This design comes from an exercise in tuning for small area and a short achievable clock period on the open sky130 flow, not from production work.
The RTL was checked by simulation tests, not by an equivalence proof against the original design.

==> inputs of run a <==
==> flow/design.v <==
package bp_pkg;
  localparam int BP_MAX_XLEN = 64;
  localparam logic [1:0] SNT = 2'b00;
  localparam logic [1:0] WNT = 2'b01;
  localparam logic [1:0] WT  = 2'b10;
  localparam logic [1:0] ST  = 2'b11;
  typedef struct packed {
    logic                   valid;
    logic [BP_MAX_XLEN-1:0] tag;
    logic [1:0]             ctr;
    logic [BP_MAX_XLEN-1:0] target;
  } bp_entry_t;
  function automatic logic [1:0] sat_inc(input logic [1:0] c);
    sat_inc = (c == ST) ? ST : c + 2'd1;
  endfunction
  function automatic logic [1:0] sat_dec(input logic [1:0] c);
    sat_dec = (c == SNT) ? SNT : c - 2'd1;
  endfunction
endpackage
module bp_sat_counter #(
  parameter int W = 16
) (
  input  logic         clk,
  input  logic         reset,
  input  logic         inc,
  output logic [W-1:0] count
);
  always_ff @(posedge clk or posedge reset) begin
    if (reset) begin
      count <= '0;
    end else if (inc && (count != '1)) begin
      count <= count + W'(1);
    end
  end
endmodule
module branch_predictor
#(
  parameter int XLEN    = 32,
  parameter int ENTRIES = 32,
  parameter int CNT_W   = 16
) (
  input  logic             clk,
  input  logic             reset,
  input  logic             enable,
  input  logic [XLEN-1:0]  lookup_pc,
  output logic             pred_taken,
  output logic [XLEN-1:0]  pred_target,
  input  logic             upd_valid,
  input  logic [XLEN-1:0]  upd_pc,
  input  logic             upd_taken,
  input  logic [XLEN-1:0]  upd_target,
  input  logic             upd_pred_taken,
  input  logic [XLEN-1:0]  upd_pred_target,
  output logic             mispredict,
  output logic [XLEN-1:0]  redirect_pc,
  output logic [CNT_W-1:0] mispredict_count
);
  localparam int IDX_W = $clog2(ENTRIES);
  localparam int TAG_W = XLEN - IDX_W - 2;
  logic [ENTRIES-1:0]             v_q;
  logic [ENTRIES-1:0]             p_q;
  logic [ENTRIES-1:0]             c0_q;
  logic [ENTRIES-1:0][TAG_W-1:0]  tag_q;
  logic [ENTRIES-1:0][XLEN-1:0]   tgt_q;
  logic [IDX_W-1:0] lk_idx;
  logic [TAG_W-1:0] lk_tag;
  logic             lk_p;
  logic [TAG_W-1:0] lk_etag;
  logic [XLEN-1:0]  lk_tgt;
  assign lk_idx  = lookup_pc[IDX_W+1:2];
  assign lk_tag  = lookup_pc[XLEN-1:IDX_W+2];
  localparam int NGRP = ENTRIES / 4;
  localparam int RD_W = 1 + TAG_W + XLEN;
  logic [3:0]                  lk_lo;
  logic [NGRP-1:0]             lk_hi;
  logic [NGRP-1:0][RD_W-1:0]   lk_grp;
  logic [RD_W-1:0]             lk_rd;
  always_comb begin
    for (int k = 0; k < 4; k++)    lk_lo[k] = (lk_idx[1:0] == 2'(k));
    for (int g = 0; g < NGRP; g++) lk_hi[g] = (lk_idx[IDX_W-1:2] == (IDX_W-2)'(g));
    lk_rd = '0;
    for (int g = 0; g < NGRP; g++) begin
      lk_grp[g] = '0;
      for (int k = 0; k < 4; k++)
        lk_grp[g] = lk_grp[g] | ({RD_W{lk_lo[k]}} & {p_q[4*g+k], tag_q[4*g+k], tgt_q[4*g+k]});
      lk_rd = lk_rd | ({RD_W{lk_hi[g]}} & lk_grp[g]);
    end
  end
  assign {lk_p, lk_etag, lk_tgt} = lk_rd;
  assign pred_taken  = !reset && lk_p && (lk_etag == lk_tag);
  assign pred_target = pred_taken ? lk_tgt : lookup_pc + XLEN'(4);
  assign mispredict  = upd_valid && !reset &&
                       ((upd_taken != upd_pred_taken) ||
                        (upd_taken && (upd_target != upd_pred_target)));
  assign redirect_pc = upd_taken ? upd_target : upd_pc + XLEN'(4);
  logic [IDX_W-1:0] up_idx;
  logic [TAG_W-1:0] up_tag;
  logic             up_hit;
  logic [1:0]       up_ctr;
  logic [1:0]       new_ctr;
  logic             wr;
  assign up_idx  = upd_pc[IDX_W+1:2];
  assign up_tag  = upd_pc[XLEN-1:IDX_W+2];
  localparam int UP_W = 3 + TAG_W;
  logic [3:0]                  up_lo;
  logic [NGRP-1:0]             up_hi;
  logic [NGRP-1:0][UP_W-1:0]   up_grp;
  logic [UP_W-1:0]             up_rd;
  logic                        up_v;
  logic [TAG_W-1:0]            up_etag;
  always_comb begin
    for (int k = 0; k < 4; k++)    up_lo[k] = (up_idx[1:0] == 2'(k));
    for (int g = 0; g < NGRP; g++) up_hi[g] = (up_idx[IDX_W-1:2] == (IDX_W-2)'(g));
    up_rd = '0;
    for (int g = 0; g < NGRP; g++) begin
      up_grp[g] = '0;
      for (int k = 0; k < 4; k++)
        up_grp[g] = up_grp[g] | ({UP_W{up_lo[k]}} & {v_q[4*g+k], p_q[4*g+k], c0_q[4*g+k], tag_q[4*g+k]});
      up_rd = up_rd | ({UP_W{up_hi[g]}} & up_grp[g]);
    end
  end
  assign {up_v, up_ctr, up_etag} = up_rd;
  assign up_hit = up_v && (up_etag == up_tag);
  assign new_ctr = !up_hit  ? bp_pkg::WT :
                   upd_taken ? bp_pkg::sat_inc(up_ctr) : bp_pkg::sat_dec(up_ctr);
  assign wr      = upd_valid && enable && !reset;
  logic [ENTRIES-1:0] we_t;
  logic [ENTRIES-1:0] we_c;
  always_comb begin
    for (int i = 0; i < ENTRIES; i++) begin
      we_t[i] = wr && (up_idx == IDX_W'(i)) && upd_taken;
      we_c[i] = wr && (up_idx == IDX_W'(i)) && (upd_taken || up_hit);
    end
  end
  always_ff @(posedge clk or posedge reset) begin
    if (reset) begin
      v_q <= '0;
      p_q <= '0;
    end else begin
      for (int i = 0; i < ENTRIES; i++) begin
        if (we_t[i]) v_q[i] <= 1'b1;
        if (we_c[i]) p_q[i] <= new_ctr[1];
      end
    end
  end
  always_ff @(posedge clk) begin
    for (int i = 0; i < ENTRIES; i++) begin
      if (we_c[i]) c0_q[i] <= new_ctr[0];
      if (we_t[i]) begin
        tag_q[i] <= up_tag;
        tgt_q[i] <= upd_target;
      end
    end
  end
  bp_sat_counter #(
    .W(CNT_W)
  ) u_mispredict_cnt (
    .clk   (clk),
    .reset (reset),
    .inc   (mispredict && enable),
    .count (mispredict_count)
  );
endmodule
==> flow/run.sh <==
#!/bin/bash
# synth_recipe.tcl (not shown) runs the flow's synth.tcl, then flattens the netlist and writes it again
# the make line also repeats each setting of config.mk as NAME=value (left out here)
make -C /OpenROAD-flow-scripts/flow DESIGN_CONFIG=/design/flow/config.mk WORK_HOME=/design/flow/orfs CLKGATE_MAP_FILE= SYNTH_SCRIPT=/design/flow/synth_recipe.tcl finish
==> flow/config.mk <==
export PLATFORM = sky130hd
export DESIGN_NAME = branch_predictor
export DESIGN_NICKNAME = branch_predictor
export VERILOG_FILES = /design/flow/design.v
export SDC_FILE = /design/flow/constraint.sdc
export NUM_CORES = 4
export LEC_CHECK = 0
export CAP_MARGIN = 20
export CORE_MARGIN = 2
export CORE_UTILIZATION = 40
export CTS_BUF_LIST = sky130_fd_sc_hd__clkbuf_16
export CTS_CLUSTER_DIAMETER = 60
export CTS_CLUSTER_SIZE = 24
export SETUP_SLACK_MARGIN = 3.5
export SLEW_MARGIN = 20
==> flow/constraint.sdc <==
create_clock -name core_clock -period 10.0 [get_ports {clk}]
set_input_delay 2.0000 -clock core_clock [delete_from_list [all_inputs] [get_ports {clk}]]
set_output_delay 2.0000 -clock core_clock [all_outputs]
set_load 0.01 [all_outputs]
==> run b (differences from run a) <==
--- a/flow/design.v
+++ b/flow/design.v
@@ -65,6 +65,4 @@
   logic [IDX_W-1:0] lk_idx;
   logic [TAG_W-1:0] lk_tag;
-  logic             lk_p;
-  logic [TAG_W-1:0] lk_etag;
   logic [XLEN-1:0]  lk_tgt;
   assign lk_idx  = lookup_pc[IDX_W+1:2];
@@ -75,18 +73,25 @@
   logic [NGRP-1:0]             lk_hi;
   logic [NGRP-1:0][RD_W-1:0]   lk_grp;
-  logic [RD_W-1:0]             lk_rd;
+  logic [NGRP-1:0]             lk_ghit;
+  logic                        lk_hit;
+  logic                        lk_gp;
+  logic [TAG_W-1:0]            lk_gtag;
+  logic [XLEN-1:0]             lk_gtgt;
   always_comb begin
-    for (int k = 0; k < 4; k++)    lk_lo[k] = (lk_idx[1:0] == 2'(k));
-    for (int g = 0; g < NGRP; g++) lk_hi[g] = (lk_idx[IDX_W-1:2] == (IDX_W-2)'(g));
-    lk_rd = '0;
+    for (int k = 0; k < 4; k++)    lk_lo[k] = (lk_idx[IDX_W-1:IDX_W-2] == 2'(k));
+    for (int g = 0; g < NGRP; g++) lk_hi[g] = (lk_idx[IDX_W-3:0] == (IDX_W-2)'(g));
+    lk_tgt = '0;
+    lk_hit = 1'b0;
     for (int g = 0; g < NGRP; g++) begin
       lk_grp[g] = '0;
       for (int k = 0; k < 4; k++)
-        lk_grp[g] = lk_grp[g] | ({RD_W{lk_lo[k]}} & {p_q[4*g+k], tag_q[4*g+k], tgt_q[4*g+k]});
-      lk_rd = lk_rd | ({RD_W{lk_hi[g]}} & lk_grp[g]);
+        lk_grp[g] = lk_grp[g] | ({RD_W{lk_lo[k]}} & {p_q[NGRP*k+g], tag_q[NGRP*k+g], tgt_q[NGRP*k+g]});
+      {lk_gp, lk_gtag, lk_gtgt} = lk_grp[g];
+      lk_ghit[g] = lk_gp && (lk_gtag == lk_tag);
+      lk_tgt = lk_tgt | ({XLEN{lk_hi[g]}} & lk_gtgt);
+      lk_hit = lk_hit | (lk_hi[g] & lk_ghit[g]);
     end
   end
-  assign {lk_p, lk_etag, lk_tgt} = lk_rd;
-  assign pred_taken  = !reset && lk_p && (lk_etag == lk_tag);
+  assign pred_taken  = !reset && lk_hit;
   assign pred_target = pred_taken ? lk_tgt : lookup_pc + XLEN'(4);
   assign mispredict  = upd_valid && !reset &&
==> flow/flow/run.sh (new file) <==
#!/bin/bash
# Layout flow: the standard flow (standard.sh, all steps through finish),
# with the port buffers that global placement inserts made buf_2 cells
# instead of the flow's default choice. Every input and output port still
# gets its own buffer; everything else is the standard flow unchanged.
set -euo pipefail
export BUFFER_PORTS_ARGS="-buffer_cell sky130_fd_sc_hd__buf_2"
bash standard.sh finish > standard_flow.log 2>&1
==> flow/standard.sh (new file) <==
#!/bin/bash
# synth_recipe.tcl (not shown) runs the flow's synth.tcl, then flattens the netlist and writes it again
# the make line also repeats each setting of config.mk as NAME=value (left out here)
make -C /OpenROAD-flow-scripts/flow DESIGN_CONFIG=/design/flow/config.mk WORK_HOME=/design/flow/orfs CLKGATE_MAP_FILE= SYNTH_SCRIPT=/design/flow/synth_recipe.tcl "${@:-finish}"
CORE_UTILIZATION = 50   (was 40)
CTS_CLUSTER_DIAMETER = 80   (was 60)
PLACE_DENSITY = 0.75   (was default)
SETUP_SLACK_MARGIN = 4.5   (was 3.5)
removed: flow/run.sh
==> run c (differences from run a) <==
==> flow/design.v (replaced) <==
package bp_pkg;
  localparam int BP_MAX_XLEN = 64;
  localparam logic [1:0] SNT = 2'b00;
  localparam logic [1:0] WNT = 2'b01;
  localparam logic [1:0] WT  = 2'b10;
  localparam logic [1:0] ST  = 2'b11;
  typedef struct packed {
    logic                   valid;
    logic [BP_MAX_XLEN-1:0] tag;
    logic [1:0]             ctr;
    logic [BP_MAX_XLEN-1:0] target;
  } bp_entry_t;
  function automatic logic [1:0] sat_inc(input logic [1:0] c);
    sat_inc = (c == ST) ? ST : c + 2'd1;
  endfunction
  function automatic logic [1:0] sat_dec(input logic [1:0] c);
    sat_dec = (c == SNT) ? SNT : c - 2'd1;
  endfunction
endpackage
module bp_sat_counter #(
  parameter int W = 16
) (
  input  logic         clk,
  input  logic         reset,
  input  logic         inc,
  output logic [W-1:0] count
);
  always_ff @(posedge clk or posedge reset) begin
    if (reset) begin
      count <= '0;
    end else if (inc && (count != '1)) begin
      count <= count + W'(1);
    end
  end
endmodule
module branch_predictor
#(
  parameter int XLEN    = 32,
  parameter int ENTRIES = 32,
  parameter int CNT_W   = 16
) (
  input  logic             clk,
  input  logic             reset,
  input  logic             enable,
  input  logic [XLEN-1:0]  lookup_pc,
  output logic             pred_taken,
  output logic [XLEN-1:0]  pred_target,
  input  logic             upd_valid,
  input  logic [XLEN-1:0]  upd_pc,
  input  logic             upd_taken,
  input  logic [XLEN-1:0]  upd_target,
  input  logic             upd_pred_taken,
  input  logic [XLEN-1:0]  upd_pred_target,
  output logic             mispredict,
  output logic [XLEN-1:0]  redirect_pc,
  output logic [CNT_W-1:0] mispredict_count
);
  localparam int IDX_W = $clog2(ENTRIES);
  logic [ENTRIES-1:0]                             valid_q;
  logic [ENTRIES-1:0][bp_pkg::BP_MAX_XLEN-1:0]    tag_q;
  logic [ENTRIES-1:0][1:0]                        ctr_q;
  logic [ENTRIES-1:0][bp_pkg::BP_MAX_XLEN-1:0]    tgt_q;
  logic [IDX_W-1:0]       lookup_idx;
  logic [bp_pkg::BP_MAX_XLEN-1:0] lookup_tag;
  bp_pkg::bp_entry_t              lookup_entry;
  logic                   lookup_hit;
  logic [IDX_W-1:0]       upd_idx;
  logic [bp_pkg::BP_MAX_XLEN-1:0] upd_tag;
  bp_pkg::bp_entry_t              upd_entry;
  logic                   upd_hit;
  logic                   wr_en;
  bp_pkg::bp_entry_t              wr_entry;
  logic                   cnt_inc;
  assign lookup_idx   = lookup_pc[IDX_W+1:2];
  assign lookup_tag   = bp_pkg::BP_MAX_XLEN'(lookup_pc >> (IDX_W + 2));
  assign lookup_entry = {valid_q[lookup_idx], tag_q[lookup_idx], ctr_q[lookup_idx], tgt_q[lookup_idx]};
  assign lookup_hit   = lookup_entry.valid && (lookup_entry.tag == lookup_tag);
  assign pred_taken  = !reset && lookup_hit && lookup_entry.ctr[1];
  assign pred_target = pred_taken ? XLEN'(lookup_entry.target) : lookup_pc + XLEN'(4);
  assign upd_idx   = upd_pc[IDX_W+1:2];
  assign upd_tag   = bp_pkg::BP_MAX_XLEN'(upd_pc >> (IDX_W + 2));
  assign upd_entry = {valid_q[upd_idx], tag_q[upd_idx], ctr_q[upd_idx], tgt_q[upd_idx]};
  assign upd_hit   = upd_entry.valid && (upd_entry.tag == upd_tag);
  assign mispredict  = upd_valid && !reset &&
                       ((upd_taken != upd_pred_taken) ||
                        (upd_taken && (upd_target != upd_pred_target)));
  assign redirect_pc = upd_taken ? upd_target : upd_pc + XLEN'(4);
  always_comb begin
    wr_en    = 1'b0;
    wr_entry = upd_entry;
    if (enable && upd_valid) begin
      if (upd_hit) begin
        wr_en = 1'b1;
        if (upd_taken) begin
          wr_entry.ctr    = bp_pkg::sat_inc(upd_entry.ctr);
          wr_entry.target = bp_pkg::BP_MAX_XLEN'(upd_target);
        end else begin
          wr_entry.ctr = bp_pkg::sat_dec(upd_entry.ctr);
        end
      end else if (upd_taken) begin
        wr_en    = 1'b1;
        wr_entry.valid  = 1'b1;
        wr_entry.tag    = upd_tag;
        wr_entry.ctr    = bp_pkg::WT;
        wr_entry.target = bp_pkg::BP_MAX_XLEN'(upd_target);
      end
    end
  end
  always_ff @(posedge clk or posedge reset) begin
    if (reset) begin
      valid_q <= '0;
      tag_q   <= '0;
      ctr_q   <= {ENTRIES{bp_pkg::WNT}};
      tgt_q   <= '0;
    end else if (wr_en) begin
      valid_q[upd_idx] <= wr_entry.valid;
      tag_q[upd_idx]   <= wr_entry.tag;
      ctr_q[upd_idx]   <= wr_entry.ctr;
      tgt_q[upd_idx]   <= wr_entry.target;
    end
  end
  assign cnt_inc = mispredict && enable;
  bp_sat_counter #(
    .W(CNT_W)
  ) u_mispredict_cnt (
    .clk   (clk),
    .reset (reset),
    .inc   (cnt_inc),
    .count (mispredict_count)
  );
endmodule
CTS_BUF_LIST = default   (was sky130_fd_sc_hd__clkbuf_16)
CTS_CLUSTER_DIAMETER = default   (was 60)
CTS_CLUSTER_SIZE = default   (was 24)
SETUP_SLACK_MARGIN = 0.5   (was 3.5)
==> out/results.ini <==
[run_status]
outcome=no timing/DRC/antenna violations

[worst_setup_path]
crit_fanout=23

[pwr]
p_comb_share_pct=10.1

[synthesis]
yosysSeqAreaShare_pct=70.4

the above is filed under run b

==> out/results.ini <==
[worst_setup_path]
crit_fanout=44

[synthesis]
yosysSeqAreaShare_pct=50.8

[run_status]
outcome=no timing/DRC/antenna violations

[clocking]
postCtsHoldBufs=0

[pwr]
p_comb_share_pct=10.8

the above is filed under run c

==> out/results.ini <==
[run_status]
outcome=no timing/DRC/antenna violations

[synthesis]
yosysSeqAreaShare_pct=73.1
synthAdderAreaFrac_pct=0.174

[detailed_routing]
dr_wl_met2_mm=138
drt-met1-wl_mm=112

[worst_setup_path]
crit_fanout=24

the above is filed under run a

[what the ideal ports hide]
No port has a modelled driver above. Below, the same layouts with a new extraction and two added sets of constraints. Step 1: set_driving_cell puts a clkbuf_16 on clk and a buf_2 on each other input, an assumption about the parent block. Step 2 moves the port delays by t, midway between the first and last clock arrival at a register: inputs arrive t later, outputs are due t later. That takes back most of the time a late clock gives input paths. Three values: ideal ports, drivers, drivers and shift; two values: the first two.
| run | shift t [ns] | setup slack, ns | clock arrival spread, ns | worst slew at a driven data input, ns |
|---|---|---|---|---|
| run a | 0.904 | 2.379 / 2.291 / 2.291 | 0.082 / 0.082 | 0.10 |
| run b | 0.845 | 2.697 / 2.412 / 2.412 | 0.101 / 0.101 | 0.33 |
| run c | 1.049 | 0.524 / 0.477 / 0.477 | 0.123 / 0.124 | 0.27 |
After both steps setup and hold are still met in every run listed. For run b, which loses most, drivers alone change the setup slack by -0.285 ns; drivers and shift together by -0.285 ns.
